This is an optimization exercise on Yosys and OpenROAD, whose aim is small area, a short achievable clock period and few clock cycles, not a production implementation. Only simulation tests tie the RTL to the original design; equivalence was not proved.

**design/flow/config.mk**
```make
export PLATFORM = sky130hd
export DESIGN_NAME = fpa_adder
export DESIGN_NICKNAME = fpa_adder
export VERILOG_FILES = /design/flow/design.v
export SDC_FILE = /design/flow/constraint.sdc
export NUM_CORES = 4
export LEC_CHECK = 0
export CAP_MARGIN = 20
export CORE_MARGIN = 2
export CORE_UTILIZATION = 40
export SLEW_MARGIN = 20
```
**design/flow/constraint.sdc**
```tcl
create_clock -name core_clock -period 17.0 [get_ports {i_clk}]
set_input_delay 3.4000 -clock core_clock [delete_from_list [all_inputs] [get_ports {i_clk}]]
set_output_delay 3.4000 -clock core_clock [all_outputs]
set_load 0.01 [all_outputs]
```
**design/flow/design.v**
```verilog
package fpa_pkg;
	localparam int WORD_W  = 32;                          
	localparam int EXP_W   = 8;                           
	localparam int FRAC_W  = 23;                          
	localparam int MANT_W  = FRAC_W + 1;                  
	localparam int GUARD_W = 3;                           
	localparam int SUM_W   = MANT_W + GUARD_W + 1;        
	localparam logic [EXP_W-1:0]  EXP_MAX    = '1;        
	localparam logic [WORD_W-1:0] CANON_QNAN = 32'h7FC0_0000;
	typedef struct packed {
		logic              sign;
		logic [EXP_W-1:0]  exp;
		logic [FRAC_W-1:0] frac;
	} fp32_fields_t;
	typedef union packed {
		logic [WORD_W-1:0] raw;
		fp32_fields_t      fields;
	} fp32_u;
	typedef struct packed {
		logic is_zero;    
		logic is_inf;
		logic is_nan;
	} fp_class_t;
	typedef struct packed {
		logic              sign;
		logic [EXP_W-1:0]  exp;
		logic [MANT_W-1:0] mant;   
	} fp_unpacked_t;
	typedef struct packed {
		logic             sign;
		logic [EXP_W-1:0] exp_big;
		logic             eff_sub;
		logic [SUM_W-1:0] sum;
		fp_class_t        class_a;
		fp_class_t        class_b;
		fp32_u            op_a;
		fp32_u            op_b;
	} add_stage_t;
endpackage
`timescale 1ns/1ps
module fpa_classify (
	input  fpa_pkg::fp32_u        i_op,
	output fpa_pkg::fp_unpacked_t o_unp,
	output fpa_pkg::fp_class_t    o_class
);
	logic exp_zero;    
	logic exp_ones;    
	logic frac_nz;     
	assign exp_zero = ~|i_op.fields.exp;
	assign exp_ones = &i_op.fields.exp;
	assign frac_nz  = |i_op.fields.frac;
	assign o_class.is_zero = exp_zero;
	assign o_class.is_inf  = exp_ones & ~frac_nz;
	assign o_class.is_nan  = exp_ones & frac_nz;
	assign o_unp.sign = i_op.fields.sign;    
	assign o_unp.exp  = i_op.fields.exp;
	assign o_unp.mant = exp_zero ? '0 : {1'b1, i_op.fields.frac};
endmodule
`timescale 1ns/1ps
module fpa_align_add (
	input  fpa_pkg::fp_unpacked_t          i_a,
	input  fpa_pkg::fp_unpacked_t          i_b,
	output logic                           o_sign,
	output logic [fpa_pkg::EXP_W-1:0]      o_exp_big,
	output logic                           o_eff_sub,
	output logic [fpa_pkg::SUM_W-1:0]      o_sum
);
	fpa_pkg::fp_unpacked_t       op_big;       
	fpa_pkg::fp_unpacked_t       op_small;     
	logic               a_ge_b;
	logic [fpa_pkg::EXP_W-1:0]   exp_diff;
	logic [fpa_pkg::EXP_W-1:0]   shift_amt;    
	logic [fpa_pkg::SUM_W-1:0]   big_ext;
	logic [fpa_pkg::SUM_W-1:0]   small_ext;
	logic [fpa_pkg::SUM_W-1:0]   small_al;     
	logic [2*fpa_pkg::SUM_W-1:0] shift_win;    
	logic               sticky;
	assign a_ge_b   = {i_a.exp, i_a.mant} >= {i_b.exp, i_b.mant};
	assign op_big   = a_ge_b ? i_a : i_b;
	assign op_small = a_ge_b ? i_b : i_a;
	assign exp_diff  = op_big.exp - op_small.exp;    
	assign shift_amt = (exp_diff > fpa_pkg::EXP_W'(fpa_pkg::SUM_W)) ? fpa_pkg::EXP_W'(fpa_pkg::SUM_W) : exp_diff;
	assign big_ext   = {1'b0, op_big.mant, {fpa_pkg::GUARD_W{1'b0}}};
	assign small_ext = {1'b0, op_small.mant, {fpa_pkg::GUARD_W{1'b0}}};
	assign shift_win = {small_ext, {fpa_pkg::SUM_W{1'b0}}} >> shift_amt;
	assign sticky    = |shift_win[fpa_pkg::SUM_W-1:0];    
	assign small_al  = {shift_win[2*fpa_pkg::SUM_W-1:fpa_pkg::SUM_W+1], shift_win[fpa_pkg::SUM_W] | sticky};
	assign o_eff_sub = i_a.sign ^ i_b.sign;
	assign o_sum = o_eff_sub ? (big_ext - small_al) : (big_ext + small_al);
	assign o_exp_big = op_big.exp;
	assign o_sign = (o_eff_sub && ~|o_sum) ? 1'b0 : op_big.sign;
endmodule
`timescale 1ns/1ps
module fpa_normalize (
	input  fpa_pkg::add_stage_t i_stage,
	output fpa_pkg::fp32_u      o_result
);
	localparam int LZ_W = $clog2(fpa_pkg::SUM_W);
	logic [LZ_W-1:0]         lz;            
	logic [fpa_pkg::SUM_W-2:0]        norm;          
	logic signed [fpa_pkg::EXP_W+1:0] exp_n;         
	logic signed [fpa_pkg::EXP_W+1:0] exp_r;         
	logic                    lsb_bit;
	logic                    guard_bit;
	logic                    round_bit;
	logic                    sticky_bit;
	logic                    round_inc;
	logic [fpa_pkg::MANT_W:0]         rounded;       
	logic [fpa_pkg::MANT_W-1:0]       mant_r;
	logic [fpa_pkg::EXP_W-1:0]        res_exp;
	logic [fpa_pkg::FRAC_W-1:0]       res_frac;
	function automatic logic [LZ_W-1:0] count_lz(input logic [fpa_pkg::SUM_W-2:0] v);
		logic [LZ_W-1:0] n;
		logic            found;
		n     = '0;
		found = 1'b0;
		for (int i = fpa_pkg::SUM_W - 2; i >= 0; i--) begin
			if (!found) begin
				if (v[i]) begin
					found = 1'b1;
				end else begin
					n = n + 1'b1;
				end
			end
		end
		count_lz = n;
	endfunction
	assign lz = count_lz(i_stage.sum[fpa_pkg::SUM_W-2:0]);
	always_comb begin
		if (i_stage.sum[fpa_pkg::SUM_W-1]) begin
			norm  = {i_stage.sum[fpa_pkg::SUM_W-1:2], i_stage.sum[1] | i_stage.sum[0]};
			exp_n = $signed({2'b00, i_stage.exp_big}) + 10'sd1;
		end else begin
			norm  = i_stage.sum[fpa_pkg::SUM_W-2:0] << lz;
			exp_n = $signed({2'b00, i_stage.exp_big}) - $signed({5'b00000, lz});
		end
	end
	assign lsb_bit    = norm[fpa_pkg::GUARD_W];
	assign guard_bit  = norm[fpa_pkg::GUARD_W-1];
	assign round_bit  = norm[fpa_pkg::GUARD_W-2];
	assign sticky_bit = norm[0];
	assign round_inc  = guard_bit & (round_bit | sticky_bit | lsb_bit);
	assign rounded = {1'b0, norm[fpa_pkg::SUM_W-2:fpa_pkg::GUARD_W]} + (fpa_pkg::MANT_W+1)'(round_inc);
	assign mant_r = rounded[fpa_pkg::MANT_W] ? rounded[fpa_pkg::MANT_W:1] : rounded[fpa_pkg::MANT_W-1:0];
	assign exp_r  = exp_n + $signed({{(fpa_pkg::EXP_W+1){1'b0}}, rounded[fpa_pkg::MANT_W]});
	always_comb begin
		if (~|i_stage.sum || exp_r <= 0) begin
			res_exp  = '0;                        
			res_frac = '0;
		end else if (exp_r >= $signed({2'b00, fpa_pkg::EXP_MAX})) begin
			res_exp  = fpa_pkg::EXP_MAX;                   
			res_frac = '0;
		end else begin
			res_exp  = exp_r[fpa_pkg::EXP_W-1:0];
			res_frac = mant_r[fpa_pkg::FRAC_W-1:0];        
		end
	end
	assign o_result.fields = {i_stage.sign, res_exp, res_frac};
endmodule
`timescale 1ns/1ps
module fpa_special (
	input  fpa_pkg::fp_class_t i_class_a,
	input  fpa_pkg::fp_class_t i_class_b,
	input  fpa_pkg::fp32_u     i_op_a,
	input  fpa_pkg::fp32_u     i_op_b,
	input  fpa_pkg::fp32_u     i_normal,
	output fpa_pkg::fp32_u     o_result
);
	logic sign_a;
	logic sign_b;
	assign sign_a = i_op_a.fields.sign;
	assign sign_b = i_op_b.fields.sign;
	always_comb begin
		if (i_class_a.is_nan || i_class_b.is_nan) begin
			o_result.raw = fpa_pkg::CANON_QNAN;
		end else if (i_class_a.is_inf && i_class_b.is_inf && (sign_a ^ sign_b)) begin
			o_result.raw = fpa_pkg::CANON_QNAN;                         
		end else if (i_class_a.is_inf) begin
			o_result = i_op_a;
		end else if (i_class_b.is_inf) begin
			o_result = i_op_b;
		end else if (i_class_a.is_zero && i_class_b.is_zero) begin
			o_result.raw = {sign_a & sign_b, {(fpa_pkg::WORD_W-1){1'b0}}};   
		end else if (i_class_a.is_zero) begin
			o_result = i_op_b;
		end else if (i_class_b.is_zero) begin
			o_result = i_op_a;
		end else if ((i_op_a.raw[fpa_pkg::WORD_W-2:0] == i_op_b.raw[fpa_pkg::WORD_W-2:0]) && (sign_a ^ sign_b)) begin
			o_result.raw = '0;                                 
		end else begin
			o_result = i_normal;
		end
	end
endmodule
`timescale 1ns/1ps
module fpa_adder (
	input  logic           i_clk,
	input  logic           i_arst_n,
	input  logic           i_valid,
	input  logic [31:0]     i_a,
	input  logic [31:0]     i_b,
	output logic           o_valid,
	output logic [31:0]     o_result
);
	fpa_pkg::fp_unpacked_t     unp_a;
	fpa_pkg::fp_unpacked_t     unp_b;
	fpa_pkg::fp_class_t        class_a;
	fpa_pkg::fp_class_t        class_b;
	logic             add_sign;
	logic [fpa_pkg::EXP_W-1:0] add_exp_big;
	logic             add_eff_sub;
	logic [fpa_pkg::SUM_W-1:0] add_sum;
	fpa_pkg::add_stage_t       stage_d;
	fpa_pkg::add_stage_t       stage_q;
	logic             stage_vld;      
	fpa_pkg::fp32_u            normal_res;
	fpa_pkg::fp32_u            final_res;
	fpa_classify u_classify_a (.i_op(i_a), .o_unp(unp_a), .o_class(class_a));
	fpa_classify u_classify_b (.i_op(i_b), .o_unp(unp_b), .o_class(class_b));
	fpa_align_add u_align_add (
		.i_a       (unp_a),
		.i_b       (unp_b),
		.o_sign    (add_sign),
		.o_exp_big (add_exp_big),
		.o_eff_sub (add_eff_sub),
		.o_sum     (add_sum)
	);
	always_comb begin
		stage_d.sign    = add_sign;
		stage_d.exp_big = add_exp_big;
		stage_d.eff_sub = add_eff_sub;
		stage_d.sum     = add_sum;
		stage_d.class_a = class_a;        
		stage_d.class_b = class_b;
		stage_d.op_a    = i_a;
		stage_d.op_b    = i_b;
	end
	always_ff @(posedge i_clk or negedge i_arst_n) begin
		if (!i_arst_n) begin
			stage_vld <= 1'b0;
			stage_q   <= '0;
		end else begin
			stage_vld <= i_valid;
			if (i_valid) begin
				stage_q <= stage_d;       
			end
		end
	end
	fpa_normalize u_normalize (.i_stage(stage_q), .o_result(normal_res));
	fpa_special u_special (
		.i_class_a (stage_q.class_a),
		.i_class_b (stage_q.class_b),
		.i_op_a    (stage_q.op_a),
		.i_op_b    (stage_q.op_b),
		.i_normal  (normal_res),
		.o_result  (final_res)
	);
	always_ff @(posedge i_clk or negedge i_arst_n) begin
		if (!i_arst_n) begin
			o_valid  <= 1'b0;
			o_result <= '0;
		end else begin
			o_valid <= stage_vld;
			if (stage_vld) begin
				o_result <= final_res;
			end
		end
	end
endmodule
```
**design/flow/run.sh**
```bash
#!/bin/bash
# synth_recipe.tcl (not shown) runs the flow's synth.tcl, then flattens the netlist and writes it again
# the make line also repeats each setting of config.mk as NAME=value (left out here)
make -C /OpenROAD-flow-scripts/flow DESIGN_CONFIG=/design/flow/config.mk WORK_HOME=/design/flow/orfs CLKGATE_MAP_FILE= SYNTH_SCRIPT=/design/flow/synth_recipe.tcl finish
```
==> notes.md <==
[routing by layer]
| metal | vias up | part of all wire (%) | track usage [%] |
|---|---|---|---|
| li1 | 10400 | - | - |
| met1 | 10900 | 44 | 42.8 |
| met2 | 1086 | 45 | 48.6 |
| met3 | 152 | 7.9 | 4.13 |
| met4 | 0 | 3.3 | 10.3 |
| met5 | - | 0 | 0 |
[layout make-up]
type	instances	area, um^2	area share, %
multi-input cells	2327	15900	69.1
flip-flops and latches	141	3530	15.4
repair buffers	181	1610	6.98
well taps	672	841	3.66
inverters	138	520	2.26
clock buffers	17	425	1.85
clock inverters	15	166	0.724
diodes	2	5.00	0.0218
[cells in the mapped netlist (all sizes together) (30+ instances only)]
library cell / instances
nand2: 320
nor2: 246
a21oi: 201
o21ai: 189
clkbuf: 142
dfrtp: 141
inv: 135
ha: 115
xnor2: 105
mux2i: 77
nor3: 69
nand3: 68
mux2: 61
nand4: 50
a211oi: 47
a31oi: 45
and2: 44
nor4: 42
buf: 40
nand2b: 40
nor2b: 38
o22ai: 37
a21o: 33
o31ai: 33
or3: 30
[power by group]
part / switching (mW) / internal [mW]
logic: 0.780 / 0.514
clock network: 0.174 / 0.209
registers: 0.154 / 0.402
total: 1.11 / 1.12
[worst max-delay path by stage]
stage,start,end,slack (ns),cells after the start
finish,stage_q[96]$_DFFE_PN0P_,o_result[1]$_DFFE_PN0P_,0.79,84
global route,stage_q[95]$_DFFE_PN0P_,o_result[1]$_DFFE_PN0P_,-0.13,89
CTS,stage_q[94]$_DFFE_PN0P_,o_result[1]$_DFFE_PN0P_,0.09,87
detailed placement,stage_q[94]$_DFFE_PN0P_,o_result[8]$_DFFE_PN0P_,-0.21,85
global placement,stage_q[94]$_DFFE_PN0P_,o_result[1]$_DFFE_PN0P_,0.42,83
floorplan,stage_q[95]$_DFFE_PN0P_,o_result[16]$_DFFE_PN0P_,1.09,90
[repair_timing]
action | 4_1_cts | 5_1_grt
buffers inserted | 0 | 10
pin swaps | 0 | 7
cloned | 0 | 1
gates resized for setup | 3 | 49
setup endpoints to repair | 12 | 31
[sequential cells by signal (all words and copies together), names as in the netlist]
register / count
stage_q: 107
o_valid: 1
stage_vld: 1
o_result: 32
[placed cells by master, fill, tap and decap left out, drive strengths merged, types with 77 or more instances in the layout]
cell	synthesis	final
o21ai	189	189
dfrtp	141	141
nand2	320	320
inv	135	145
ha	115	115
buf	40	84
xnor2	105	105
mux2i	77	77
a21oi	201	201
clkdlybuf4s50	0	97
nor2	246	246
[cell families after synthesis]
| kind of cell | Yosys count | synth area share (%) |
|---|---|---|
| AO/OA/AOI/OAI | 881 | 28.8 |
| XOR/XNOR | 154 | 8.15 |
| adder cells (fa/ha/maj) | 122 | 7.50 |
| buffers and inverters | 320 | 6.07 |
| flip-flops | 141 | 17.3 |
| multiplexers | 139 | 7.26 |
| AND/OR/NAND/NOR | 1030 | 24.9 |
==> flow_metrics.tcl <==
set metrics [dict create \
    outcome "finished clean" \
    die_h_um 230 \
    finalSetupViolCount 0 \
    cts_hold_buf 0 \
    crit_type "flop to flop" \
    fillers 5104 \
    place_ws_ns -0.209 \
    max_freq_ghz 0.0617 \
    ys_ff_latch 141 \
    clock_skew_ns 0.0167 \
    reg2reg_depth 84 \
    first_iter_violations 2691 \
    final-hold-violation-count 0 \
    hold_end "o_result[26]$_DFFE_PN0P_" \
    reg2reg_slack_ns 0.79 \
    setup_ws_ns 0.794 \
    firstDrtPassIters 5 \
    die_w_um 230 \
    min_path_type "flop to flop" \
    nets 2990 \
    leakage_nw 9.29 \
    critical-path-top-delay-family "simple AND/OR/NAND/NOR gates" \
    portBuffers 99 \
    finalMaxSlewViolations 0 \
    yosys_most_used_dff "dfrtp_1" \
    cts_tree "yes" \
    placedCellCount 3448 \
    dr_total_vias 22500 \
    yosysWarningCount 3 \
    final_layout_size_suffix_gt1_share_pct 9.97 \
    tns_ns 0 \
    irDropWorstVdd_uv 80.9 \
    worst_pin_slew_ns 1.07 \
    power_density_nw_per_um2 97.1 \
    critical_path.startpoint_type "flop" \
    routed_wl_um 84000 \
    overflow 0 \
    crit_path_max_incr_delay_ns 0.58 \
    area_growth_pct 12.7 \
    synth_area_per_cell_um2 7.32 \
    crit_path_top_delay_cell "or4_4" \
    worstPathMaxFanout 12 \
    numCtsBuffers 17 \
    synth_cell_type_count 112 \
    synthDominantCellAreaShare_pct 17.3 \
    synth_top_area_cell "dfrtp_1" \
    wire_per_inst_um 24.1 \
    clk_path_buf_depth 2 \
    start_util_pct 40.6 \
    num_io_pins 100 \
    cp.required_ns 17.39 \
    synthArstFlopShare_pct 100 \
    grt_pass1_wl_um 127000 \
    ant_nets 0 \
    fin_crit_sh_pct 95.3 \
    final_cells 3493 \
    ys_seq_area_share_pct 17.3 \
    total_power_mw 2.23 \
    fin_crit_ns 16.21 \
    grt_max_degree 81 \
    crit_arrival_ns 16.60 \
    relSlewSlack_pct 27.9 \
    synthCells 2787 \
    endpoint_kind "flop" \
    min_path_cells 1 \
    path_buf_inv 5 \
    holdWs_ns 0.501 \
    rr_startpoint "stage_q[96]$_DFFE_PN0P_" \
    remaining_drc_errors 0 \
    r2r_end "o_result[1]$_DFFE_PN0P_" \
    drt-vias-per-instance 6.45 \
    syn-cell-area_um2 20400 \
    gp_congestion 1.01 \
    insertion_delay_ns 0.46 \
    clock_sinks 141 \
    htreeDepth 4 \
    die_area_um2 52800 \
    placed_area_um2 22100 \
    worstHoldStart "o_result[26]$_DFFE_PN0P_" \
    clk_pin_slew_ns 0.07 \
    antenna_found_initial 1 \
    fin_util_pct 45.7 \
    rows 82 \
    dpl.hpwl_um 65200 \
    root_buffer "clkbuf_16" \
    synth_fp_nets 2971 \
    max_cap_viol_count 0 \
    cpMostUsedCell "ha_1" \
    yosys-top-cells-area "dfrtp_1 (17%), ha_1 (7.1%), nand2_1 (5.9%)" \
    grt_pass1_vias 20900 \
    grt_usage_pct 30.7 \
    synth_edf_count 0 \
    core_um2 50300 \
    stdcell_area_um2 23000 \
]
Testbench counts, summed over its fixed seeds: cycles 12,008.

-- afterwards: timing with drivers on the ports --
How much do the figures lean on ideal ports? The routed layout below was timed once more, with nothing changed but the port constraints. Step 1 assumes that a clkbuf_16 drives the clock port and a buf_2 every other input. Step 2 also shifts input and output timing later by t, the mid clock arrival at the registers, as if the neighbouring blocks saw the same clock. Slacks: ideal ports / drivers / drivers and shift; pairs: ideal ports / drivers.
t (ns): 0.498
slack for setup (ns): 0.794 / 0.794 / 0.662
latest minus earliest clock arrival (ns): 0.017 / 0.017
After both steps this run still meets setup and hold. The setup slack of this run moves by 0.000 ns with the drivers and by -0.132 ns with both steps.
